This is an optimization exercise on Yosys and OpenROAD, whose aim is small area, a short achievable clock period and few clock cycles per item, not a production implementation.
Function was checked by simulation only, so behaviour that the tests miss may differ from the original.
Power and IR drop assume default switching activity.

--- flow/design.v ---
`timescale 1ns / 1ps
`default_nettype none
package irt_pkg;
  localparam int TableDepth = 64;
  localparam int KeyBits    = 32;
  localparam int ValueBits  = 8;
  localparam int CountBits  = $clog2(TableDepth + 1);
  localparam int PassBits   = $clog2(TableDepth);
  localparam int StatusBits = 2;
  typedef logic [KeyBits-1:0]   key_t;
  typedef logic [ValueBits-1:0] value_t;
  typedef logic [CountBits-1:0] count_t;
  typedef enum logic {
    CMD_ASSIGN = 1'b0,
    CMD_LOOKUP = 1'b1
  } cmd_t;
  typedef enum logic [StatusBits-1:0] {
    STATUS_DONE  = 2'd0,
    STATUS_EMPTY = 2'd1,
    STATUS_FULL  = 2'd2
  } status_t;
  typedef struct packed {
    logic   valid;
    key_t   key;
    value_t value;
  } entry_t;
  typedef struct packed {
    logic   shift;
    logic   clear;
    value_t seed_value;
  } ring_ctl_t;
endpackage
`default_nettype wire
`timescale 1ns / 1ps
`default_nettype none
module irt_cell (
  input  logic [31:0] a,
  input  logic [31:0] b,
  output logic        lt,
  output logic        gt
);
  logic [31:0] l0, g0;
  logic [15:0] l1, g1;
  logic [7:0]  l2, g2;
  logic [3:0]  l3, g3;
  logic [1:0]  l4, g4;
  always_comb begin
    l0 = ~a & b;
    g0 = a & ~b;
    for (int k = 0; k < 16; k++) begin
      l1[k] = l0[2*k+1] | (~g0[2*k+1] & l0[2*k]);
      g1[k] = g0[2*k+1] | (~l0[2*k+1] & g0[2*k]);
    end
    for (int k = 0; k < 8; k++) begin
      l2[k] = l1[2*k+1] | (~g1[2*k+1] & l1[2*k]);
      g2[k] = g1[2*k+1] | (~l1[2*k+1] & g1[2*k]);
    end
    for (int k = 0; k < 4; k++) begin
      l3[k] = l2[2*k+1] | (~g2[2*k+1] & l2[2*k]);
      g3[k] = g2[2*k+1] | (~l2[2*k+1] & g2[2*k]);
    end
    for (int k = 0; k < 2; k++) begin
      l4[k] = l3[2*k+1] | (~g3[2*k+1] & l3[2*k]);
      g4[k] = g3[2*k+1] | (~l3[2*k+1] & g3[2*k]);
    end
    lt = l4[1] | (~g4[1] & l4[0]);
    gt = g4[1] | (~l4[1] & g4[0]);
  end
endmodule
`default_nettype wire
`timescale 1ns / 1ps
`default_nettype none
module interval_range_table (
  input  logic                  clk,
  input  logic                  rst,
  input  logic                  cfg_valid,
  output logic                  cfg_ready,
  input  logic [irt_pkg::ValueBits-1:0]  cfg_initial_value,
  input  logic                  req_valid,
  output logic                  req_ready,
  input  logic                  req_command,
  input  logic [irt_pkg::KeyBits-1:0]    req_key_begin,
  input  logic [irt_pkg::KeyBits-1:0]    req_key_end,
  input  logic [irt_pkg::ValueBits-1:0]  req_new_value,
  input  logic [irt_pkg::KeyBits-1:0]    req_query_key,
  output logic                  rsp_valid,
  input  logic                  rsp_ready,
  output logic [irt_pkg::ValueBits-1:0]  rsp_found_value,
  output logic [irt_pkg::StatusBits-1:0] rsp_status,
  output logic [irt_pkg::CountBits-1:0]  rsp_entries_used
);
  localparam int N  = irt_pkg::TableDepth;
  localparam int KB = irt_pkg::KeyBits;
  localparam int VB = irt_pkg::ValueBits;
  localparam int CB = irt_pkg::CountBits;
  localparam int QB = 3 + 2 * KB + VB;    
  localparam int RB = VB + 2 + CB;        
  function automatic logic [N-1:0] incl_up(input logic [N-1:0] x);
    logic [N-1:0] y;
    y = x;
    for (int s = 1; s < N; s = s * 2) y = y | (y << s);
    incl_up = y;
  endfunction
  function automatic logic [N-1:0] incl_dn(input logic [N-1:0] x);
    logic [N-1:0] y;
    y = x;
    for (int s = 1; s < N; s = s * 2) y = y | (y >> s);
    incl_dn = y;
  endfunction
  function automatic logic [1:0] any_two(input logic [N-1:0] x);
    logic [N-1:0] a;
    logic [N-1:0] t;
    a = x;
    t = '0;
    for (int w = N / 2; w >= 1; w = w / 2) begin
      for (int k = 0; k < w; k++) begin
        t[k] = t[2*k] | t[2*k+1] | (a[2*k] & a[2*k+1]);
        a[k] = a[2*k] | a[2*k+1];
      end
    end
    any_two = {t[0], a[0]};
  endfunction
  function automatic int tzc(input int i);
    int k;
    k = 0;
    for (int j = 1; j < 6; j++) begin
      if (i % (1 << j) == 0) k = j;
    end
    tzc = (i == 0) ? 6 : k;
  endfunction
  function automatic logic [N-1:0] aligned(input logic [N-1:0] x);
    logic [6:0]   lvl;
    logic [6:0]   top;
    logic [N-1:0] y;
    lvl = '0;
    for (int i = 0; i < N; i++) begin
      for (int k = 0; k < 7; k++) begin
        if (tzc(i) == k) lvl[k] = lvl[k] | x[i];
      end
    end
    for (int k = 0; k < 7; k++) begin
      top[k] = lvl[k];
      for (int j = k + 1; j < 7; j++) top[k] = top[k] & !lvl[j];
    end
    for (int i = 0; i < N; i++) begin
      y[i] = x[i] & top[tzc(i)];
    end
    aligned = y;
  endfunction
  function automatic logic [CB-1:0] popcount(input logic [N-1:0] x);
    logic [CB-1:0] c;
    c = '0;
    for (int i = 0; i < N; i++) c = c + CB'(x[i]);
    popcount = c;
  endfunction
  logic          s_v;
  logic [QB-1:0] s_q;
  logic          a_v;
  logic [QB-1:0] a_q;
  logic          b_v;
  logic [QB-1:0] b_q;
  logic [QB-1:0] in_q;
  logic          a_lookup, a_empty, a_tail;
  logic [KB-1:0] a_b, a_x;
  logic [VB-1:0] a_nv;
  logic          r_lookup, r_empty, r_tail;
  logic [KB-1:0] r_b, r_x;
  logic [VB-1:0] r_nv;
  assign in_q = {req_command,
                 !req_command && !(req_key_begin < req_key_end),
                 req_key_end != '1,
                 req_key_begin,
                 req_command ? req_query_key : req_key_end,
                 req_new_value};
  assign {a_lookup, a_empty, a_tail, a_b, a_x, a_nv} = a_q;
  assign {r_lookup, r_empty, r_tail, r_b, r_x, r_nv} = b_q;
  logic [N-1:0]  v;
  logic [KB-1:0] key [N];
  logic [VB-1:0] val [N];
  logic [N-1:0]  tb;
  logic [N-1:0]  tx;
  logic          w_act;      
  logic          w_res;      
  logic [N-1:0]  w_wb, w_we, w_mu, w_md, w_hit;
  logic [KB-1:0] w_b, w_x;
  logic [VB-1:0] w_nv;
  logic          w_lookup;
  logic [1:0]    w_status;
  logic [1:0]    q_n;
  logic [RB-1:0] q0, q1, q2;
  logic [RB-1:0] w_result;
  logic pop;
  logic room;
  logic exec;
  logic consume;
  logic a_move;
  logic a_free;
  logic cfg_write;
  assign pop       = (q_n != 2'd0) && rsp_ready;
  assign room      = (q_n == 2'd0) || (q_n == 2'd1) || (q_n == 2'd2 && !w_res);
  assign exec      = b_v && room;
  assign a_move    = a_v && (!b_v || consume);
  assign a_free    = !a_v || a_move;
  assign req_ready = !s_v;
  assign cfg_ready = 1'b1;
  assign cfg_write = cfg_valid;
  assign rsp_valid = (q_n != 2'd0);
  assign {rsp_found_value, rsp_status, rsp_entries_used} = q0;
  logic [N-1:0] a_tb;
  logic [N-1:0] a_tx;
  logic [N-1:0] c_tb;      
  logic [N-1:0] c_tx;
  logic         wb_lt, we_lt, wb_le, we_le;
  logic         bb_lt, be_lt, bb_le, be_le;
  for (genvar i = 0; i < N; i++) begin : g_cmp
    logic lt_b, gt_b, lt_x, gt_x;
    irt_cell u_cmp_b (.a(key[i]), .b(a_b), .lt(lt_b), .gt(gt_b));
    irt_cell u_cmp_x (.a(key[i]), .b(a_x), .lt(lt_x), .gt(gt_x));
    assign a_tb[i] = lt_b;
    assign a_tx[i] = !gt_x;
  end
  assign wb_lt = (w_b <  a_b);
  assign we_lt = (w_x <  a_b);
  assign wb_le = (w_b <= a_x);
  assign we_le = (w_x <= a_x);
  assign bb_lt = (r_b <  a_b);
  assign be_lt = (r_x <  a_b);
  assign bb_le = (r_b <= a_x);
  assign be_le = (r_x <= a_x);
  logic [N-1:0] lt;       
  logic [N-1:0] le;       
  logic [N-1:0] gt;       
  logic [N-1:0] in_rng;
  logic [N-1:0] hit;
  assign lt     = v & tb;
  assign le     = v & tx;
  assign gt     = v & ~tx;
  assign in_rng = le & ~lt;
  assign hit    = le & ~(incl_dn(le) >> 1);
  logic [N-1:0] at_p;      
  logic [N-1:0] at_s;      
  logic [N-1:0] rgn;       
  logic [N-1:0] p_slot;
  logic [N-1:0] s_slot;
  logic [N-1:0] hole_up;   
  logic [N-1:0] hole_dn;   
  logic [N-1:0] sh_up;     
  logic [N-1:0] sh_dn;     
  logic [N-1:0] fill;      
  logic [N-1:0] fill_lo;
  logic [N-1:0] fill_hi;
  logic [1:0]   rgn_n;
  logic [1:0]   free_n;
  logic         has_up;
  logic         has_dn;
  logic         full;
  logic         short1;
  logic         short2;
  logic         act;
  logic         do_up;
  logic         do_dn;
  logic         stall;
  logic         ins;
  assign at_p    = incl_dn(lt);
  assign at_s    = incl_up(gt);
  assign rgn     = ~at_p & ~at_s;
  assign p_slot  = at_p & ~(at_p >> 1);
  assign s_slot  = at_s & ~(at_s << 1);
  assign hole_up = ~v & at_s;
  assign hole_dn = ~v & at_p;
  assign sh_up   = (at_s << 1) & ~(incl_up(hole_up) << 1);
  assign sh_dn   = (at_p >> 1) & ~(incl_dn(hole_dn) >> 1);
  assign has_up  = |hole_up;
  assign has_dn  = |hole_dn;
  assign rgn_n  = {|(rgn & (rgn >> 1)), |rgn};
  assign free_n = any_two(~v | in_rng);
  assign full   = !free_n[0] || (r_tail && !free_n[1]);
  assign short1 = r_tail ? (rgn_n[0] && !rgn_n[1]) : !rgn_n[0];
  assign short2 = r_tail && !rgn_n[0];
  assign act     = exec && !r_lookup && !r_empty && !full;
  assign do_up   = act && (short1 || short2) && has_up;
  assign do_dn   = act && ((short1 && !has_up) || short2) && has_dn;
  assign stall   = act && short2 && !(has_up && has_dn);
  assign ins     = act && !stall;
  assign consume = exec && !stall;
  assign fill    = rgn | (do_dn ? p_slot : '0) | (do_up ? s_slot : '0);
  logic         short_any;
  logic [N-1:0] cand;
  logic [N-1:0] pick;
  logic [N-1:0] b_set;
  logic [N-1:0] e_set;
  logic [N-1:0] wb, we, mv_up, mv_dn, clr;
  assign short_any = short1 || short2;
  assign cand      = r_tail ? (rgn & (rgn << 1)) : rgn;
  assign pick      = aligned(cand);
  assign fill_lo   = fill & ~(fill << 1);
  assign fill_hi   = fill & ~(fill >> 1);
  assign b_set     = short_any ? fill_lo : (r_tail ? (pick >> 1) : pick);
  assign e_set     = r_tail ? (short_any ? fill_hi : pick) : '0;
  assign wb    = ins ? b_set : '0;
  assign we    = ins ? e_set : '0;
  assign mv_up = do_up ? sh_up : '0;
  assign mv_dn = do_dn ? sh_dn : '0;
  assign clr   = act ? (in_rng | (do_up ? s_slot : '0) | (do_dn ? p_slot : '0)) : '0;
  always_ff @(posedge clk) begin
    if (rst) begin
      s_v   <= 1'b0;
      a_v   <= 1'b0;
      b_v   <= 1'b0;
      w_act <= 1'b0;
      w_res <= 1'b0;
      q_n   <= 2'd0;
    end else begin
      if (req_valid && req_ready) begin
        if (a_free) begin
          a_v <= 1'b1;
        end else begin
          s_v <= 1'b1;
        end
      end else if (s_v && a_free) begin
        a_v <= 1'b1;
        s_v <= 1'b0;
      end else if (a_move) begin
        a_v <= 1'b0;
      end
      if (a_move) begin
        b_v <= 1'b1;
      end else if (consume) begin
        b_v <= 1'b0;
      end
      w_act <= exec;
      w_res <= consume;
      q_n   <= q_n + {1'b0, w_res} - {1'b0, pop};
    end
  end
  always_ff @(posedge clk) begin
    if (!s_v) begin
      s_q <= in_q;
    end
    if (a_free) begin
      a_q <= s_v ? s_q : in_q;
    end
    if (a_move) begin
      b_q <= a_q;
    end
    w_wb  <= rst ? '0 : wb;
    w_we  <= rst ? '0 : we;
    w_mu  <= rst ? '0 : mv_up;
    w_md  <= rst ? '0 : mv_dn;
    if (exec) begin
      w_hit    <= hit;
      w_b      <= r_b;
      w_x      <= r_x;
      w_nv     <= r_nv;
      w_lookup <= r_lookup;
      w_status <= r_lookup ? irt_pkg::STATUS_DONE
                : r_empty  ? irt_pkg::STATUS_EMPTY
                : full     ? irt_pkg::STATUS_FULL
                :            irt_pkg::STATUS_DONE;
    end
  end
  logic [VB-1:0] found;
  always_comb begin
    found = '0;
    for (int i = 0; i < N; i++) found = found | ({VB{w_hit[i]}} & val[i]);
  end
  assign w_result = {w_lookup ? found : VB'(0), w_status, popcount(v)};
  always_ff @(posedge clk) begin
    if (pop) begin
      q0 <= (q_n == 2'd1) ? w_result : q1;
      q1 <= (q_n == 2'd2) ? w_result : q2;
      q2 <= w_result;
    end else if (w_res) begin
      if (q_n == 2'd0) q0 <= w_result;
      if (q_n == 2'd1) q1 <= w_result;
      if (q_n == 2'd2) q2 <= w_result;
    end
  end
  logic          clr_all;
  logic [KB-1:0] bus_key;
  logic [VB-1:0] bus_val;
  assign clr_all = rst || cfg_write;
  assign bus_key = clr_all ? '0 : w_b;
  assign bus_val = rst ? '0 : cfg_write ? cfg_initial_value : w_nv;
  for (genvar i = 0; i < N; i++) begin : g_slot
    logic [KB-1:0] key_up, key_dn;
    logic [VB-1:0] val_up, val_dn;
    if (i == 0) begin : g_first
      assign key_up  = '0;
      assign val_up  = '0;
    end else begin : g_up
      assign key_up  = key[i-1];
      assign val_up  = val[i-1];
    end
    if (i == N - 1) begin : g_last
      assign key_dn  = '0;
      assign val_dn  = '0;
    end else begin : g_dn
      assign key_dn  = key[i+1];
      assign val_dn  = val[i+1];
    end
    logic a_tb_up, a_tx_up, a_tb_dn, a_tx_dn;
    assign a_tb_up = (i == 0) ? 1'b0 : a_tb[(i+N-1)%N];
    assign a_tx_up = (i == 0) ? 1'b0 : a_tx[(i+N-1)%N];
    assign a_tb_dn = (i == N - 1) ? 1'b0 : a_tb[(i+1)%N];
    assign a_tx_dn = (i == N - 1) ? 1'b0 : a_tx[(i+1)%N];
    assign c_tb[i] = w_wb[i] ? wb_lt : w_we[i] ? we_lt : w_mu[i] ? a_tb_up : w_md[i] ? a_tb_dn : a_tb[i];
    assign c_tx[i] = w_wb[i] ? wb_le : w_we[i] ? we_le : w_mu[i] ? a_tx_up : w_md[i] ? a_tx_dn : a_tx[i];
    always_ff @(posedge clk) begin
      if (rst || cfg_write) begin
        v[i] <= (i == 0);
      end else if (wb[i] || we[i] || mv_up[i] || mv_dn[i]) begin
        v[i] <= 1'b1;
      end else if (clr[i]) begin
        v[i] <= 1'b0;
      end
    end
    always_ff @(posedge clk) begin
      if (a_move) begin
        if (wb[i]) begin
          tb[i] <= bb_lt;
          tx[i] <= bb_le;
        end else if (we[i]) begin
          tb[i] <= be_lt;
          tx[i] <= be_le;
        end else if (mv_up[i]) begin
          tb[i] <= (i == 0) ? 1'b0 : c_tb[(i+N-1)%N];
          tx[i] <= (i == 0) ? 1'b0 : c_tx[(i+N-1)%N];
        end else if (mv_dn[i]) begin
          tb[i] <= (i == N - 1) ? 1'b0 : c_tb[(i+1)%N];
          tx[i] <= (i == N - 1) ? 1'b0 : c_tx[(i+1)%N];
        end else begin
          tb[i] <= c_tb[i];
          tx[i] <= c_tx[i];
        end
      end else if (mv_up[i]) begin
        tb[i] <= (i == 0) ? 1'b0 : tb[(i+N-1)%N];
        tx[i] <= (i == 0) ? 1'b0 : tx[(i+N-1)%N];
      end else if (mv_dn[i]) begin
        tb[i] <= (i == N - 1) ? 1'b0 : tb[(i+1)%N];
        tx[i] <= (i == N - 1) ? 1'b0 : tx[(i+1)%N];
      end
    end
    logic sb, se, su, sd, hold;
    logic [KB-1:0] bk;
    logic [VB-1:0] bv;
    assign sb   = w_wb[i] || ((i == 0) && clr_all);
    assign se   = w_we[i] && !((i == 0) && clr_all);
    assign su   = w_mu[i] && !((i == 0) && clr_all);
    assign sd   = w_md[i] && !((i == 0) && clr_all);
    assign hold = !(sb || se || su || sd);
    assign bk   = (i == 0) ? bus_key : w_b;
    assign bv   = (i == 0) ? bus_val : w_nv;
    always_ff @(posedge clk) begin
      key[i] <= ({KB{sb}} & bk) | ({KB{se}} & w_x) | ({KB{su}} & key_up)
              | ({KB{sd}} & key_dn) | ({KB{hold}} & key[i]);
      val[i] <= ({VB{sb}} & bv) | ({VB{se}} & found) | ({VB{su}} & val_up)
              | ({VB{sd}} & val_dn) | ({VB{hold}} & val[i]);
    end
  end
endmodule
`default_nettype wire
--- flow/run.sh ---
#!/bin/bash
# synth_recipe.tcl (not shown) runs the flow's synth.tcl, then flattens the netlist and writes it again
# the make line also repeats each setting of config.mk as NAME=value (left out here)
make -C /OpenROAD-flow-scripts/flow DESIGN_CONFIG=/design/flow/config.mk WORK_HOME=/design/flow/orfs CLKGATE_MAP_FILE= SYNTH_SCRIPT=/design/flow/synth_recipe.tcl finish
--- flow/config.mk ---
export PLATFORM = sky130hd
export DESIGN_NAME = interval_range_table
export DESIGN_NICKNAME = interval_range_table
export VERILOG_FILES = /design/flow/design.v
export SDC_FILE = /design/flow/constraint.sdc
export NUM_CORES = 4
export LEC_CHECK = 0
export CAP_MARGIN = 20
export CORE_MARGIN = 2
export CORE_UTILIZATION = 25
export MIN_ROUTING_LAYER = met2
export PLACE_DENSITY = 0.35
export SLEW_MARGIN = 20
--- flow/constraint.sdc ---
create_clock -name core_clock -period 8.0 [get_ports {clk}]
set_input_delay 1.6000 -clock core_clock [delete_from_list [all_inputs] [get_ports {clk}]]
set_output_delay 1.6000 -clock core_clock [all_outputs]
set_load 0.01 [all_outputs]
==> results of run 1 <==
==> power by group through the flow <==
stage	clock network [mW]	logic (mW)	registers, mW
3_3_place_gp	0	12.9	21.0
3_5_place_dp	0	12.9	21.0
2_1_floorplan	0	5.41	19.6
4_1_cts	25.4	12.9	20.7
==> synth_stat cells (285+ instances only) <==
library cell     n  area [um2]
a221oi_1       291        2550
nand3_1       2193       11000
a31oi_1        429        2680
nor3_1         285        1430
clkbuf_1      3346       12600
a222oi_1      1378       13800
o211ai_1       614        4610
o22ai_1        384        2400
nor2b_1        703        4400
inv_1         1187        4460
ha_1           300        3750
dfxtp_1       2959       59200
o21ai_0       1738        8700
a22oi_1       2810       21100
nand2_1       5332       20000
nand2b_1       729        4560
maj3_1        2271       22700
nor2_1        1635        6140
buf_1          372        1400
edfxtp_1       468       14100
a21oi_1       1615        8080
==> through the flow <==
step           area, um2  cells  setup TNS [ns]
2_1_floorplan     261000  34800               0
3_3_place_gp      294000  48100          -0.120
3_5_place_dp      295000  48100               0
4_1_cts           312000  49000               0
==> how the worst min path moves through the flow <==
stage,startpoint,to,slack [ns],cells after the start
after CTS,a_q[74],b_q[74],0.41,0
after detailed placement,a_q[7],b_q[7],0.41,0
after global placement,a_q[74],b_q[74],0.40,0
after floorplan,a_q[0],b_q[0],0.40,0
==> metal layers <==
metal / overflow / GRT usage
met2: 105 / 0.843
met4: 63 / 0.648
met5: 344 / 0.758
met1: - / -
met3: 2235 / 0.900
==> kinds of logic after synthesis <==
family	after synthesis
other cells	1
flops	3427
simple gates	11900
buf+inv	5044
xor+xnor	6
mux	279
compound gates	11500
fa+ha+maj	2625
==> reports/summary.txt, run 1 <==
number of global-route vias before repair: 499000
chip width: 1.03 mm
total CTS buffers: 531
GRT Residual Overflow: 2747
stop err: [ERROR GRT-0116] Global routing finished with congestion. Check the congestion regions in the DRC Viewer.
Mapped Avg Cell Area: 7.49 um2
largest family of logic cells by synthesized area: compound AO/OA/AOI/OAI gates
Starting Density: 0.251
global-route wire length before repair: 3880 mm
Synth Area in XOR/XNOR: 0.000201
last stage reached: global routing
die height: 1.03 mm
CTS max path bufs: 5
Mapped Nets: 35300
H-tree depth: 6
Post-Synth Simple-Gate Area: 0.209
Yosys reg bits: 3427
fraction of registers with async set or reset after synthesis: 0
post-CTS setup buffer count: 0
Top FF cell, synth: dfxtp_1
GRT Util Overall: 0.819
Final GP Congestion: 1.21
Resize count post-CTS: 0
Compound-Gate Fraction of Synth Area: 0.319
Setup WS pre-CTS: 0.417 ns
HPWL Detailed: 2000 mm
hold-fix buffers at CTS: 0
largest net degree at the start of global routing: 70
Ports: 138
Yosys Warn Count: 6
IO buf count: 136
adder-cell share of the synthesized area: 0.106
share of the yosys chip area belonging to registers: 0.281
number of synthesized flops with an enable pin: 468
post-synthesis cell type count: 122
Cells after Synth: 34800
mux contribution to synthesized area: 0.0111
Post-Syn Area: 0.261 mm2
Root Driver: clkbuf_16
outcome: stopped before the end
Site Rows: 375
Clock Sinks: 3427
Testbench counts, summed over its fixed seeds: cycles 3,232, ops 3,200.
==> run 2, diff against run 1 <==
--- a/flow/design.v
+++ b/flow/design.v
@@ -223,6 +223,8 @@
   assign we_lt = (w_x <  a_b);
   assign wb_le = (w_b <= a_x);
   assign we_le = (w_x <= a_x);
+  logic a_xmax;
+  assign a_xmax = (a_x == '1);
   assign bb_lt = (r_b <  a_b);
   assign be_lt = (r_x <  a_b);
   assign bb_le = (r_b <= a_x);
@@ -232,11 +234,8 @@
   logic [N-1:0] gt;       
   logic [N-1:0] in_rng;
   logic [N-1:0] hit;
-  assign lt     = v & tb;
-  assign le     = v & tx;
-  assign gt     = v & ~tx;
-  assign in_rng = le & ~lt;
-  assign hit    = le & ~(incl_dn(le) >> 1);
+  assign in_rng = v & ~tb & tx;
+  assign hit    = tx & ~(tx >> 1);
   logic [N-1:0] at_p;      
   logic [N-1:0] at_s;      
   logic [N-1:0] rgn;       
@@ -261,15 +260,18 @@
   logic         do_dn;
   logic         stall;
   logic         ins;
-  assign at_p    = incl_dn(lt);
-  assign at_s    = incl_up(gt);
+  logic [N-1:0] p0, s0;
+  assign p0      = tb & ~(tb >> 1);
+  assign s0      = ~tx & (tx << 1);
+  assign at_p    = tb & ~(p0 & ~v);
+  assign at_s    = ~tx & ~(s0 & ~v);
   assign rgn     = ~at_p & ~at_s;
   assign p_slot  = at_p & ~(at_p >> 1);
   assign s_slot  = at_s & ~(at_s << 1);
   assign hole_up = ~v & at_s;
   assign hole_dn = ~v & at_p;
-  assign sh_up   = (at_s << 1) & ~(incl_up(hole_up) << 1);
-  assign sh_dn   = (at_p >> 1) & ~(incl_dn(hole_dn) >> 1);
+  assign sh_up   = at_s & ~(incl_up(hole_up) << 1);
+  assign sh_dn   = at_p & ~(incl_dn(hole_dn) >> 1);
   assign has_up  = |hole_up;
   assign has_dn  = |hole_dn;
   assign rgn_n  = {|(rgn & (rgn >> 1)), |rgn};
@@ -297,11 +299,15 @@
   assign fill_hi   = fill & ~(fill >> 1);
   assign b_set     = short_any ? fill_lo : (r_tail ? (pick >> 1) : pick);
   assign e_set     = r_tail ? (short_any ? fill_hi : pick) : '0;
-  assign wb    = ins ? b_set : '0;
-  assign we    = ins ? e_set : '0;
-  assign mv_up = do_up ? sh_up : '0;
-  assign mv_dn = do_dn ? sh_dn : '0;
+  logic [N-1:0] e_dat;
+  assign e_dat     = r_tail ? (short_any ? fill_hi : (incl_up(pick) & fill)) : '0;
+  assign wb    = ins ? (fill & ~e_dat) : '0;
+  assign we    = ins ? e_dat : '0;
+  assign mv_up = do_up ? (sh_up & ~wb & ~we) : '0;
+  assign mv_dn = do_dn ? (sh_dn & ~wb & ~we) : '0;
   assign clr   = act ? (in_rng | (do_up ? s_slot : '0) | (do_dn ? p_slot : '0)) : '0;
+  logic [N-1:0] setv;
+  assign setv  = ins ? (b_set | e_set) : '0;
   always_ff @(posedge clk) begin
     if (rst) begin
       s_v   <= 1'b0;
@@ -393,8 +399,8 @@
       assign val_up  = val[i-1];
     end
     if (i == N - 1) begin : g_last
-      assign key_dn  = '0;
-      assign val_dn  = '0;
+      assign key_dn  = '1;
+      assign val_dn  = val[i];
     end else begin : g_dn
       assign key_dn  = key[i+1];
       assign val_dn  = val[i+1];
@@ -403,14 +409,18 @@
     assign a_tb_up = (i == 0) ? 1'b0 : a_tb[(i+N-1)%N];
     assign a_tx_up = (i == 0) ? 1'b0 : a_tx[(i+N-1)%N];
     assign a_tb_dn = (i == N - 1) ? 1'b0 : a_tb[(i+1)%N];
-    assign a_tx_dn = (i == N - 1) ? 1'b0 : a_tx[(i+1)%N];
+    assign a_tx_dn = (i == N - 1) ? a_xmax : a_tx[(i+1)%N];
     assign c_tb[i] = w_wb[i] ? wb_lt : w_we[i] ? we_lt : w_mu[i] ? a_tb_up : w_md[i] ? a_tb_dn : a_tb[i];
     assign c_tx[i] = w_wb[i] ? wb_le : w_we[i] ? we_le : w_mu[i] ? a_tx_up : w_md[i] ? a_tx_dn : a_tx[i];
     always_ff @(posedge clk) begin
       if (rst || cfg_write) begin
         v[i] <= (i == 0);
-      end else if (wb[i] || we[i] || mv_up[i] || mv_dn[i]) begin
-        v[i] <= 1'b1;
+      end else if (wb[i] || we[i]) begin
+        v[i] <= setv[i];
+      end else if (mv_up[i]) begin
+        v[i] <= !s_slot[i];
+      end else if (mv_dn[i]) begin
+        v[i] <= !p_slot[i];
       end else if (clr[i]) begin
         v[i] <= 1'b0;
       end
@@ -428,7 +438,7 @@
           tx[i] <= (i == 0) ? 1'b0 : c_tx[(i+N-1)%N];
         end else if (mv_dn[i]) begin
           tb[i] <= (i == N - 1) ? 1'b0 : c_tb[(i+1)%N];
-          tx[i] <= (i == N - 1) ? 1'b0 : c_tx[(i+1)%N];
+          tx[i] <= (i == N - 1) ? a_xmax : c_tx[(i+1)%N];
         end else begin
           tb[i] <= c_tb[i];
           tx[i] <= c_tx[i];
@@ -438,19 +448,19 @@
         tx[i] <= (i == 0) ? 1'b0 : tx[(i+N-1)%N];
       end else if (mv_dn[i]) begin
         tb[i] <= (i == N - 1) ? 1'b0 : tb[(i+1)%N];
-        tx[i] <= (i == N - 1) ? 1'b0 : tx[(i+1)%N];
+        tx[i] <= (i == N - 1) ? !r_tail : tx[(i+1)%N];
       end
     end
     logic sb, se, su, sd, hold;
     logic [KB-1:0] bk;
     logic [VB-1:0] bv;
-    assign sb   = w_wb[i] || ((i == 0) && clr_all);
-    assign se   = w_we[i] && !((i == 0) && clr_all);
-    assign su   = w_mu[i] && !((i == 0) && clr_all);
-    assign sd   = w_md[i] && !((i == 0) && clr_all);
+    assign sb   = w_wb[i] || clr_all;
+    assign se   = w_we[i] && !clr_all;
+    assign su   = w_mu[i] && !clr_all;
+    assign sd   = w_md[i] && !clr_all;
     assign hold = !(sb || se || su || sd);
-    assign bk   = (i == 0) ? bus_key : w_b;
-    assign bv   = (i == 0) ? bus_val : w_nv;
+    assign bk   = bus_key;
+    assign bv   = bus_val;
     always_ff @(posedge clk) begin
       key[i] <= ({KB{sb}} & bk) | ({KB{se}} & w_x) | ({KB{su}} & key_up)
               | ({KB{sd}} & key_dn) | ({KB{hold}} & key[i]);
==> flow/flow/run.sh (new file) <==
#!/bin/bash
# The standard layout, with global routing told to leave more room on met1 and met2 so
# that detailed routing of this wire-heavy design has space for pin access.
set -e
HERE=$(pwd)
export FASTROUTE_TCL="$HERE/flow/fastroute.tcl"
echo "export FASTROUTE_TCL = $HERE/flow/fastroute.tcl" >> config.mk
bash standard.sh > "$HERE/standard_flow.log" 2>&1
==> flow/flow/fastroute.tcl (new file) <==
# Layer capacity adjustments for global routing (fraction of each layer held back).
set_global_routing_layer_adjustment met1 0.5
set_global_routing_layer_adjustment met2 0.35
set_global_routing_layer_adjustment met3 0.15
set_global_routing_layer_adjustment met4 0.15
set_global_routing_layer_adjustment met5 0.15

set_routing_layers -clock $::env(MIN_CLK_ROUTING_LAYER)-$::env(MAX_ROUTING_LAYER)
set_routing_layers -signal $::env(MIN_ROUTING_LAYER)-$::env(MAX_ROUTING_LAYER)
==> flow/standard.sh (new file) <==
#!/bin/bash
# synth_recipe.tcl (not shown) runs the flow's synth.tcl, then flattens the netlist and writes it again
# the make line also repeats each setting of config.mk as NAME=value (left out here)
make -C /OpenROAD-flow-scripts/flow DESIGN_CONFIG=/design/flow/config.mk WORK_HOME=/design/flow/orfs CLKGATE_MAP_FILE= SYNTH_SCRIPT=/design/flow/synth_recipe.tcl "${@:-finish}"
--- a/flow/config.mk
+++ b/flow/config.mk
@@ -7,7 +7,7 @@
 export LEC_CHECK = 0
 export CAP_MARGIN = 20
 export CORE_MARGIN = 2
-export CORE_UTILIZATION = 25
-export MIN_ROUTING_LAYER = met2
-export PLACE_DENSITY = 0.35
+export CORE_UTILIZATION = 22
+export PLACE_DENSITY = 0.32
 export SLEW_MARGIN = 20
+export FASTROUTE_TCL = /design/flow/flow/fastroute.tcl
removed: flow/run.sh
==> run 2 against run 1 <==
The layout now fails its checks (setup timing). Synthesized area grew 2.4%. Synthesized cell count rose by 2.5%.
==> reports/summary.txt, run 2 <==
Finished Core Util: 0.269
Vias: 334000
Resize count post-CTS: 0 (unchanged)
Cells after DPL: 51200 (was 48100)
Yosys reg bits: 3429 (was 3427)
synth cell count leaders: 4735 x a22oi_1, 3809 x nand2_1, 3165 x clkbuf_1 (was 5332 x nand2_1, 3346 x clkbuf_1, 2959 x dfxtp_1)
Root Driver: clkbuf_16 (unchanged)
Setup Crit Path Kind: register to register
Req. time, crit path: 9.04 ns
CTS clk-pin slew, worst paths: 0.06 ns
period utilization: 1.00
Mapped Avg Cell Area: 7.49 um2 (about the same)
most common cell in the netlist: a22oi_1 (was nand2_1)
setup slack after layout: -0.00228 ns
Worst path slowest cell: a2111oi_0
total CTS buffers: 542 (was 531)
initial antenna violation count: 589
DR vias/cell: 6.30
commonest non-fill, non-tap cell in the layout: a22oi_1
chip width: 1.11 mm (was 1.03 mm)
Top FF cell, synth: dfxtp_1 (unchanged)
post-synthesis cell type count: 116 (was 122)
outcome: finished with violations (was stopped before the end)
HPWL Detailed: 2240 mm (was 2000 mm)
final non-filler cell total: 53000
Layout fillers: 132000
share of post-route cells with drive strength above 1: 0.139
largest net degree at the start of global routing: 101
RSZ-0062 raised after global routing: no
CTS tree: done
Fin Hold WS: 0.412 ns
CP Cell Sequence: buf_12 > nand2_1 > nor2_1 > a2bb2oi_1 > o2bb2ai_1 > a221oi_1 > a2111oi_0 > a2111oi_0 > buf_4 > a31oi_1 > o221ai_1 > maj3_1 > nor2_1 > a2111oi_2 > buf_4 > a2bb2oi_2 > buf_4 > mux2i_1 > a31oi_1
PwrDens: 184 mW/mm2
SO Viols: setup timing
Pleak: 113 nW
Starting Density: 0.221 (was 0.251)
WL per Instance: 53.5 um
crit path buf inv count: 4
Initial DRC Count: 29200
Worst path max stage delay: 0.83 ns
CP dominant cell by count: buf_4
Reg with most FFs: key
Die ar.: 1.22 mm2
Routed Wire Length: 2840 mm
CP Max Fanout: 30
crit start category: register
Site Rows: 404 (was 375)
share of the yosys chip area belonging to registers: 0.275 (was 0.281)
Cells after Synth: 35700 (was 34800)
nets: 36200
Final setup viols: 1
GRT Util Overall: 0.540
GRT Residual Overflow: 0
area of the core: 1.21 mm2
Area growth syn-to-layout: 22.0%
global-route wire length before repair: 3600 mm
Layout Skew: 0.103 ns
VDD IR max: 0.176 mV
Worst Tran Pin Value: 1.33 ns
TritonRoute pass-1 iters: 10
number of synthesized flops with an enable pin: 468 (unchanged)
DRC: 0
die height: 1.11 mm (was 1.03 mm)
Peak Freq: 125 MHz
Slew Limit Fails: 0
max cap viols: 0
Rel. slew slack: 0.107
H-tree depth: 6 (unchanged)
Yosys top cell area share: 0.222 (was 0.227)
fraction of registers with async set or reset after synthesis: 0 (unchanged)
Ports: 138 (unchanged)
final hold violation count: 0
number of global-route vias before repair: 330000
Clock Latency Late Sink: 1.24 ns
Yosys Warn Count: 6 (unchanged)
Arrival @ worst endpoint: 9.04 ns
fin crit period: 8.00 ns
post-CTS setup buffer count: 0 (unchanged)
max reg flops: 2048
IO buf count: 136 (unchanged)
Top Registers: key: 2048 flops, val: 512 flops
Post-Syn Area: 0.267 mm2 (was 0.261 mm2)
area leader, netlist: dfxtp_1 (unchanged)
top cell family by delay on the critical path: compound AO/OA/AOI/OAI gates
commonest non-fill, non-tap cells in the layout: 4729 x a22oi_1, 3797 x nand2_1, 2899 x dfxtp_1
CTS max path bufs: 5 (unchanged)
hold-fix buffers at CTS: 0 (unchanged)
synth top area cells: dfxtp_1 22%, a22oi_1 13%, maj3_1 7.5% (was dfxtp_1 23%, maj3_1 8.7%, a22oi_1 8.1%)
Hold Crit Class: register to register
Antenna Nets Post-Route: 0
Clock Sinks: 3429 (was 3427)
Final GP Congestion: 1.04 (was 1.21)
endpoint class of the critical path: register
Mapped Nets: 36100 (was 35300)
run 2: cell count changes after synthesis, sizes merged, moves of 188 or more:
cell	delta
clkbuf	-209
maj3	-256
o211ai	-409
buf	+238
nor2	+188
o21ai	+494
a22oi	+1925
a21oi	+308
a222oi	-1255
a221o	+553
nand2	-1524
run 2: final timing paths:
kind | cells past startpoint | from | end | slack, ns
worst max-delay path | 19 | a_q[40] | tb[0] | -0.002
worst min-delay path | 0 | b_q[2] | w_nv[2] | 0.41
worst max register to register | 19 | a_q[40] | tb[0] | -0.002
worst min register to register | 0 | b_q[2] | w_nv[2] | 0.41
run 2: layout make-up:
type                    instances  area (um2)  area share
repair buffers               3382       30300      0.0930
well taps                   16000       20100      0.0616
multi-input cells           27200      177000       0.544
diodes                        845        2110     0.00649
flip-flops and latches       3429       73400       0.225
clock buffers                 806       16000      0.0490
clock inverters               165        1960     0.00600
inverters                    1210        4890      0.0150
run 2: layer usage:
metal / part of all wire / global-route usage / vias up
met5: 0.0039 / 0.0759 / -
met1: 0.35 / 0.652 / 165000
met4: 0.12 / 0.475 / 437
met3: 0.16 / 0.377 / 8558
met2: 0.38 / 0.689 / 23900
li1: - / - / 136000
run 2: metrics by stage:
step | power [mW] | cell area [um2] | setup WS, ns | TNS, ns
floorplan | 23.8 | 267000 | 1.58 | 0
detailed placement | 33.7 | 306000 | 0.317 | 0
finish | 60.0 | 326000 | -0.00228 | -0.00228
global placement | 33.8 | 305000 | -0.0428 | -0.0428
global route | 60.7 | 325000 | 0.0381 | 0
CTS | 59.4 | 324000 | 0.283 | 0
run 2: where the power goes:
part,switching [mW],internal (mW)
combinational,11.4,3.28
clock,11.1,14.7
sequential,1.39,18.1
run 2: logic make-up (layout without fill, tap and decap cells):
kind of cell	Yosys count	count (layout)	synth area share
flip-flops	3429	3429	0.275
adder cells (fa/ha/maj)	2369	2369	0.0936
multiplexers	346	346	0.0135
other	1	846	0.0000140
XOR/XNOR	6	6	0.000197
AO/OA/AOI/OAI	13300	13300	0.348
buffers and inverters	5073	5563	0.0719
AND/OR/NAND/NOR	11200	11200	0.199
Testbench counts of run 2, summed over its fixed seeds: cycles 3,263, ops 3,200.
==> run 3, diff against run 2 <==
--- a/flow/config.mk
+++ b/flow/config.mk
@@ -9,5 +9,6 @@
 export CORE_MARGIN = 2
 export CORE_UTILIZATION = 22
 export PLACE_DENSITY = 0.32
+export SETUP_SLACK_MARGIN = 1.5
 export SLEW_MARGIN = 20
 export FASTROUTE_TCL = /design/flow/flow/fastroute.tcl
==> run 3 against run 2 <==
Now clean on timing, DRC and antenna. Register-to-register slack better by 1.0 ns. Synthesized cell count unchanged. Via count down 0.44%.
==> reports/summary.txt, run 3 <==
most common cell in the netlist: a22oi_1 (unchanged)
Final setup viols: 0 (was 1)
commonest non-fill, non-tap cells in the layout: 4722 x a22oi_1, 3794 x nand2_1, 2892 x dfxtp_1 (was 4729 x a22oi_1, 3797 x nand2_1, 2899 x dfxtp_1)
adder-cell share of the synthesized area: 0.0936 (unchanged)
Worst path max stage delay: 0.73 ns (was 0.83 ns)
Layout Skew: 0.0984 ns (was 0.103 ns)
Synth Area in XOR/XNOR: 0.000197 (unchanged)
total CTS buffers: 542 (unchanged)
metal2 WL: 1060 mm (was 1070 mm)
Cells after Synth: 35700 (unchanged)
Fin Hold WS: 0.413 ns (was 0.412 ns)
fraction of registers with async set or reset after synthesis: 0 (unchanged)
Root Driver: clkbuf_16 (unchanged)
H-tree depth: 6 (unchanged)
CP dominant cell by count: maj3_1 (was buf_4)
Clock Latency Late Sink: 1.24 ns (about the same)
area of the core: 1.21 mm2 (unchanged)
fin crit period: 7.00 ns (was 8.00 ns)
Vias: 333000 (was 334000)
DRC: 0 (unchanged)
mux contribution to synthesized area: 0.0135 (unchanged)
global-route wire length before repair: 3600 mm (about the same)
Hold Crit Class: register to register (unchanged)
initial antenna violation count: 548 (was 589)
Starting Density: 0.221 (unchanged)
chip width: 1.11 mm (unchanged)
synth top area cells: dfxtp_1 22%, a22oi_1 13%, maj3_1 7.5% (unchanged)
GRT Util Overall: 0.540 (about the same)
Mapped Nets: 36100 (unchanged)
Worst Tran Pin Value: 1.33 ns (about the same)
DR vias/cell: 6.27 (was 6.30)
Top Layer Used: met5 (unchanged)
commonest non-fill, non-tap cell in the layout: a22oi_1 (unchanged)
Site Rows: 404 (unchanged)
synth cell count leaders: 4735 x a22oi_1, 3809 x nand2_1, 3165 x clkbuf_1 (unchanged)
Antenna Nets Post-Route: 0 (unchanged)
Top FF cell, synth: dfxtp_1 (unchanged)
post-synthesis cell type count: 116 (unchanged)
RSZ-0062 raised after global routing: yes (was no)
CP Cell Sequence: buf_12 > inv_8 > buf_4 > maj3_1 > maj3_1 > maj3_1 > maj3_1 > a221o_1 > nand3b_1 > o211ai_1 > maj3_1 > a21oi_1 > nand2_1 > a22oi_2 > buf_4 > or2_2 > nand3_1 > a31oi_1 (was buf_12 > nand2_1 > nor2_1 > a2bb2oi_1 > o2bb2ai_1 > a221oi_1 > a2111oi_0 > a2111oi_0 > buf_4 > a31oi_1 > o221ai_1 > maj3_1 > nor2_1 > a2111oi_2 > buf_4 > a2bb2oi_2 > buf_4 > mux2i_1 > a31oi_1)
Yosys Warn Count: 6 (unchanged)
Rel. slew slack: 0.111 (was 0.107)
share of post-route cells with drive strength above 1: 0.144 (was 0.139)
PwrDens: 184 mW/mm2 (about the same)
nets: 36300 (was 36200)
Clock Sinks: 3429 (unchanged)
Ports: 138 (unchanged)
Peak Freq: 143 MHz (was 125 MHz)
period utilization: 0.876 (was 1.00)
largest net degree at the start of global routing: 101 (unchanged)
Setup Crit Path Kind: register to register (unchanged)
Top Registers: key: 2048 flops, val: 512 flops (unchanged)
max reg flops: 2048 (unchanged)
Post-Synth Simple-Gate Area: 0.199 (unchanged)
Slew Limit Fails: 0 (unchanged)
number of global-route vias before repair: 330000 (about the same)
Area growth syn-to-layout: 22.5% (was 22.0%)
CTS clk-pin slew, worst paths: 0.06 ns (about the same)
Pleak: 113 nW (about the same)
VDD IR max: 0.171 mV (was 0.176 mV)
area leader, netlist: dfxtp_1 (unchanged)
largest family of logic cells by synthesized area: compound AO/OA/AOI/OAI gates (unchanged)
IO buf count: 136 (unchanged)
CTS max path bufs: 5 (unchanged)
TritonRoute pass-1 iters: 8 (was 10)
hold-fix buffers at CTS: 0 (unchanged)
outcome: finished clean (was finished with violations)
final hold violation count: 0 (unchanged)
Post-Syn Area: 0.267 mm2 (unchanged)
Reg with most FFs: key (unchanged)
Initial DRC Count: 28900 (was 29200)
CP Max Fanout: 34 (was 30)
R2R setup slack: 1.0 ns (was -0.002 ns)
Compound-Gate Fraction of Synth Area: 0.348 (unchanged)
Mapped Avg Cell Area: 7.49 um2 (unchanged)
Worst path slowest cell: maj3_1 (was a2111oi_0)
CTS tree: done (unchanged)
Routed Wire Length: 2840 mm (about the same)
Pwr Total: 60.1 mW (was 60.0 mW)
share of the yosys chip area belonging to registers: 0.275 (unchanged)
crit start category: register (unchanged)
Die ar.: 1.22 mm2 (unchanged)
GRT Residual Overflow: 0 (unchanged)
met3 wire len: 452 mm (was 447 mm)
endpoint class of the critical path: register (unchanged)
max cap viols: 0 (unchanged)
Arrival @ worst endpoint: 8.04 ns (was 9.04 ns)
Yosys top cell area share: 0.222 (unchanged)
HPWL Detailed: 2240 mm (unchanged)
Final GP Congestion: 1.04 (unchanged)
number of synthesized flops with an enable pin: 468 (unchanged)
Yosys reg bits: 3429 (unchanged)
top cell family by delay on the critical path: adder cells (was compound AO/OA/AOI/OAI gates)
met1 WL: 973 mm (was 982 mm)
crit path buf inv count: 4 (unchanged)
Req. time, crit path: 9.03 ns (was 9.04 ns)
WL per Instance: 53.4 um (was 53.5 um)
die height: 1.11 mm (unchanged)
[run 3: cell counts after synthesis]
No cell type changed its count.
[run 3: cell families after synthesis]
logic type | count (synthesis)
fa+ha+maj | 2369
buf+inv | 5073
simple gates | 11200
mux | 346
other cells | 1
flops | 3429
compound gates | 13300
xor+xnor | 6
[run 3: layout make-up]
class / instances / area, um2
diodes: 845 / 2110
clock buffers: 806 / 16000
clock inverters: 165 / 1960
fillers: 132000 / 883000
inverters: 1210 / 4920
multi-input cells: 27200 / 178000
flip-flops and latches: 3429 / 73400
well taps: 16000 / 20100
repair buffers: 3428 / 30900
[run 3: per-layer routing]
metal,global-route usage,vias up
met1,0.650,164000
met5,0.0788,-
met3,0.379,8467
met4,0.475,383
met2,0.689,23700
li1,-,136000
[run 3: repair_timing]
action | CTS | global route
pin swaps | 28 | 30
buffers inserted | 22 | 26
cloned | 0 | 0
endpoints found under the setup margin | 111 | 277
gates resized for setup | 98 | 109
[run 3: per-stage QoR]
step | setup WS (ns) | TNS (ns) | cells | utilization | area, um2
3_5_place_dp | 0.317 | 0 | 51200 | 0.253 | 306000
3_3_place_gp | -0.0428 | -0.0428 | 51200 | 0.252 | 305000
5_1_grt | 0.975 | 0 | 52600 | 0.269 | 326000
6_report | 0.996 | 0 | 53100 | 0.270 | 327000
4_1_cts | 0.979 | 0 | 52200 | 0.268 | 324000
2_1_floorplan | 1.58 | 0 | 35700 | - | 267000
[run 3: path summary, 6_finish.rpt]
check / startpoint / endpoint / cells after the start
worst max-delay path: a_q[29] / tx[1] / 18
worst max register to register: a_q[29] / tx[1] / 18
worst min-delay path: b_q[2] / w_nv[2] / 0
worst min register to register: b_q[2] / w_nv[2] / 0
[run 3: where the power goes]
group	switching (mW)	total, mW	internal (mW)
logic	11.4	14.8	3.35
registers	1.37	19.5	18.1
clock network	11.1	25.8	14.7
[run 3: worst reg2reg max path, stage by stage, from the launching register on]
cell,delay [ns]
edfxtp_1,0.37
buf_12,0.37
inv_8,0.33
buf_4,1.00
maj3_1,0.38
maj3_1,0.37
maj3_1,0.50
maj3_1,0.39
a221o_1,0.33
nand3b_1,0.10
o211ai_1,0.27
maj3_1,0.73
a21oi_1,0.27
nand2_1,0.12
a22oi_2,0.59
buf_4,0.31
or2_2,0.14
nand3_1,0.08
a31oi_1,0.18
==> run 4, diff against run 3 <==
--- a/flow/config.mk
+++ b/flow/config.mk
@@ -9,6 +9,6 @@
 export CORE_MARGIN = 2
 export CORE_UTILIZATION = 22
 export PLACE_DENSITY = 0.32
-export SETUP_SLACK_MARGIN = 1.5
+export SETUP_SLACK_MARGIN = 2.0
 export SLEW_MARGIN = 20
 export FASTROUTE_TCL = /design/flow/flow/fastroute.tcl
==> run 4 against run 3 <==
Sequential cell count stayed put. Cell count fell by 0.16%. Combinational power is essentially flat. Synthesized area stayed put. Register-to-register slack worse by 0.02 ns. Final area rose by 0.20%. First-iteration DRC count fell by 0.11%. Sequential share of layout area barely moved. Setup slack got worse by 0.024 ns. Clock-buffer cell count increased by 15. Core utilization is 0.055 points higher. Via count is 0.10% lower. Critical path type unchanged.
==> reports/summary.txt, run 4 <==
outcome: finished clean (unchanged)
Top FF cell, synth: dfxtp_1 (unchanged)
Pwr Total: 60.1 mW (about the same)
Antenna Nets Post-Route: 0 (unchanged)
Req. time, crit path: 8.88 ns (was 9.03 ns)
Mapped Avg Cell Area: 7.49 um2 (unchanged)
Starting Density: 0.221 (unchanged)
Yosys Warn Count: 6 (unchanged)
Setup Crit Path Kind: register to register (unchanged)
GRT Util Overall: 0.527 (was 0.540)
Final GP Congestion: 1.08 (was 1.04)
IO buf count: 136 (unchanged)
Finished Core Util: 0.271 (was 0.270)
Final Cell Area: 0.328 mm2 (was 0.327 mm2)
fin crit period: 7.03 ns (was 7.00 ns)
chip width: 1.11 mm (unchanged)
most common cell in the netlist: a22oi_1 (unchanged)
setup TNS: 0 ns (unchanged)
Hold Crit Class: register to register (unchanged)
post-synthesis cell type count: 116 (unchanged)
crit path buf inv count: 8 (was 4)
DRC: 0 (unchanged)
Layout Skew: 0.0917 ns (was 0.0984 ns)
commonest non-fill, non-tap cells in the layout: 4720 x a22oi_1, 3787 x nand2_1, 2884 x dfxtp_1 (was 4722 x a22oi_1, 3794 x nand2_1, 2892 x dfxtp_1)
CTS clk-pin slew, worst paths: 0.06 ns (about the same)
CP Max Fanout: 3 (was 34)
Peak Freq: 142 MHz (was 143 MHz)
largest net degree at the start of global routing: 65 (was 101)
Post-Syn Area: 0.267 mm2 (unchanged)
number of synthesized flops with an enable pin: 468 (unchanged)
GR Util met2: 0.675 (was 0.689)
Routed Wire Length: 2770 mm (was 2840 mm)
Clock Latency Late Sink: 1.21 ns (was 1.24 ns)
CTS tree: done (unchanged)
share of the yosys chip area belonging to registers: 0.275 (unchanged)
die height: 1.11 mm (unchanged)
period utilization: 0.878 (was 0.876)
Rel. slew slack: 0.0782 (was 0.111)
M1 GR Usage: 0.628 (was 0.650)
Arrival @ worst endpoint: 7.91 ns (was 8.04 ns)
WL per Instance: 52.3 um (was 53.4 um)
total CTS buffers: 546 (was 542)
HPWL Detailed: 2170 mm (was 2240 mm)
TritonRoute pass-1 iters: 9 (was 8)
RSZ-0062 raised after global routing: yes (unchanged)
synth cell count leaders: 4735 x a22oi_1, 3809 x nand2_1, 3165 x clkbuf_1 (unchanged)
Cells after DPL: 50900 (was 51200)
Initial DRC Count: 28900 (about the same)
crit start category: register (unchanged)
setup slack after layout: 0.972 ns (was 0.996 ns)
synth top area cells: dfxtp_1 22%, a22oi_1 13%, maj3_1 7.5% (unchanged)
Site Rows: 404 (unchanged)
nets: 36100 (was 36300)
commonest non-fill, non-tap cell in the layout: a22oi_1 (unchanged)
Slew Limit Fails: 0 (unchanged)
gr busiest metal: met2 (unchanged)
Setup WS pre-CTS: 0.566 ns (was 0.317 ns)
max cap viols: 0 (unchanged)
max reg flops: 2048 (unchanged)
CP dominant cell by count: fa_2 (was maj3_1)
Final setup viols: 0 (unchanged)
Vias: 333000 (about the same)
number of global-route vias before repair: 327000 (was 330000)
H-tree depth: 6 (unchanged)
Top Registers: key: 2048 flops, val: 512 flops (unchanged)
final non-filler cell total: 53000 (was 53100)
Reg with most FFs: key (unchanged)
CTS max path bufs: 5 (unchanged)
VDD IR max: 0.154 mV (was 0.171 mV)
GR Util met3: 0.374 (was 0.379)
area leader, netlist: dfxtp_1 (unchanged)
Ports: 138 (unchanged)
dpl cell area: 0.303 mm2 (was 0.306 mm2)
Pleak: 113 nW (about the same)
Yosys top cell area share: 0.222 (unchanged)
area of the core: 1.21 mm2 (unchanged)
top cell family by delay on the critical path: adder cells (unchanged)
CP Cell Sequence: inv_2 > fa_2 > fa_2 > buf_6 > fa_2 > fa_1 > fa_2 > fa_2 > fa_2 > fa_2 > inv_2 > ha_4 > inv_2 > fa_2 > inv_2 > a21oi_2 > o21bai_2 > buf_4 > xnor2_2 > buf_4 > buf_6 > a31oi_4 > o221a_2 (was buf_12 > inv_8 > buf_4 > maj3_1 > maj3_1 > maj3_1 > maj3_1 > a221o_1 > nand3b_1 > o211ai_1 > maj3_1 > a21oi_1 > nand2_1 > a22oi_2 > buf_4 > or2_2 > nand3_1 > a31oi_1)
DR vias/cell: 6.27 (about the same)
Yosys reg bits: 3429 (unchanged)
Root Driver: clkbuf_16 (unchanged)
endpoint class of the critical path: register (unchanged)
global-route wire length before repair: 3530 mm (was 3600 mm)
Area growth syn-to-layout: 22.7% (was 22.5%)
PwrDens: 183 mW/mm2 (was 184 mW/mm2)
Worst path max stage delay: 0.74 ns (was 0.73 ns)
share of post-route cells with drive strength above 1: 0.145 (was 0.144)
hold-fix buffers at CTS: 0 (unchanged)
Cells after Synth: 35700 (unchanged)
Worst path slowest cell: fa_2 (was maj3_1)
Die ar.: 1.22 mm2 (unchanged)
final hold violation count: 0 (unchanged)
initial antenna violation count: 558 (was 548)
Fin Hold WS: 0.416 ns (was 0.413 ns)
Worst Tran Pin Value: 1.38 ns (was 1.33 ns)
Clock Sinks: 3429 (unchanged)
Mapped Nets: 36100 (unchanged)
GRT Residual Overflow: 0 (unchanged)
fraction of registers with async set or reset after synthesis: 0 (unchanged)
run 4: cell counts after synthesis:
Identical to the previous run, type by type.
run 4: worst reg2reg max path, stage by stage, from the launching register on:
cell      delay, ns
dfxtp_2        0.34
inv_2          0.06
fa_2           0.74
fa_2           0.58
buf_6          0.18
fa_2           0.56
fa_1           0.46
fa_2           0.57
fa_2           0.45
fa_2           0.55
fa_2           0.44
inv_2          0.08
ha_4           0.14
inv_2          0.04
fa_2           0.34
inv_2          0.07
a21oi_2        0.05
o21bai_2       0.19
buf_4          0.15
xnor2_2        0.11
buf_4          0.15
buf_6          0.11
a31oi_4        0.06
o221a_2        0.26
run 4: path summary, 6_finish.rpt:
| kind | start | end | slack, ns | cells after the start |
|---|---|---|---|---|
| min reg2reg | b_q[7] | w_nv[7] | 0.42 | 0 |
| max reg2reg | v[7] | q1[4] | 0.97 | 23 |
| min | b_q[7] | w_nv[7] | 0.42 | 0 |
| max | v[7] | q1[4] | 0.97 | 23 |
run 4: per-layer routing:
layer | vias to the layer above | wire length, um | part of all wire
met3 | 8332 | 446000 | 0.16
met5 | - | 12100 | 0.0043
met1 | 164000 | 945000 | 0.34
li1 | 136000 | - | -
met4 | 391 | 322000 | 0.12
met2 | 23400 | 1050000 | 0.38
run 4: final cells by class:
cell class	count	area [um2]
fillers	132000	882000
multi-input cells	27200	179000
flip-flops and latches	3429	73400
repair buffers	3312	30400
well taps	16000	20100
clock buffers	821	16300
inverters	1210	5050
diodes	871	2180
clock inverters	155	1750
run 4: logic make-up after synthesis:
logic type                 share of synthesized area
AOI/OAI and AO/OA                              0.348
xor gates and xnor gates                    0.000197
adders and majority gates                     0.0936
buffers and inverters                         0.0719
DFF                                            0.275
muxes                                         0.0135
other                                      0.0000140
and+or+nand+nor                                0.199
run 4: report_power, final:
part / switching [mW] / total, mW / internal, mW
combinational: 11.4 / 14.8 / 3.39
sequential: 1.31 / 19.4 / 18.1
clock: 11.0 / 25.8 / 14.8
total: 23.7 / 60.1 / 36.4
run 4: repair_timing:
action	in CTS	in global routing
resized for setup	232	275
endpoints found under the hold margin	0	0
endpoints found under the setup margin	449	217
pin swaps	56	59
setup buffers	143	98
gates cloned	1	2

-- what the ideal ports hide --
No port has a modelled driver above. Below, the same layouts with a new extraction and two added sets of constraints. Step 1 sets driving cells, clkbuf_16 on the clock port and buf_2 on the other inputs (assumed; they add their load-dependent delay and slew). Step 2, shift: input delay + t, output delay - t, t = (earliest + latest rising clock arrival at the registers) / 2. This alone moves slack from input paths to output paths. Three values: ideal ports, drivers, drivers and shift; two values: the first two.
run	t, ns	setup WS [ns]	worst setup path after step 2	worst register clock-pin slew, ns	worst data-port slew with drivers (ns)
run 2	1.391	-0.002 / -0.002 / -0.002	register to register	0.08 / 0.08	0.28
run 3	1.364	0.996 / 0.996 / 0.996	register to register	0.07 / 0.07	0.28
run 4	1.338	0.972 / 0.972 / 0.972	register to register	0.08 / 0.08	0.24
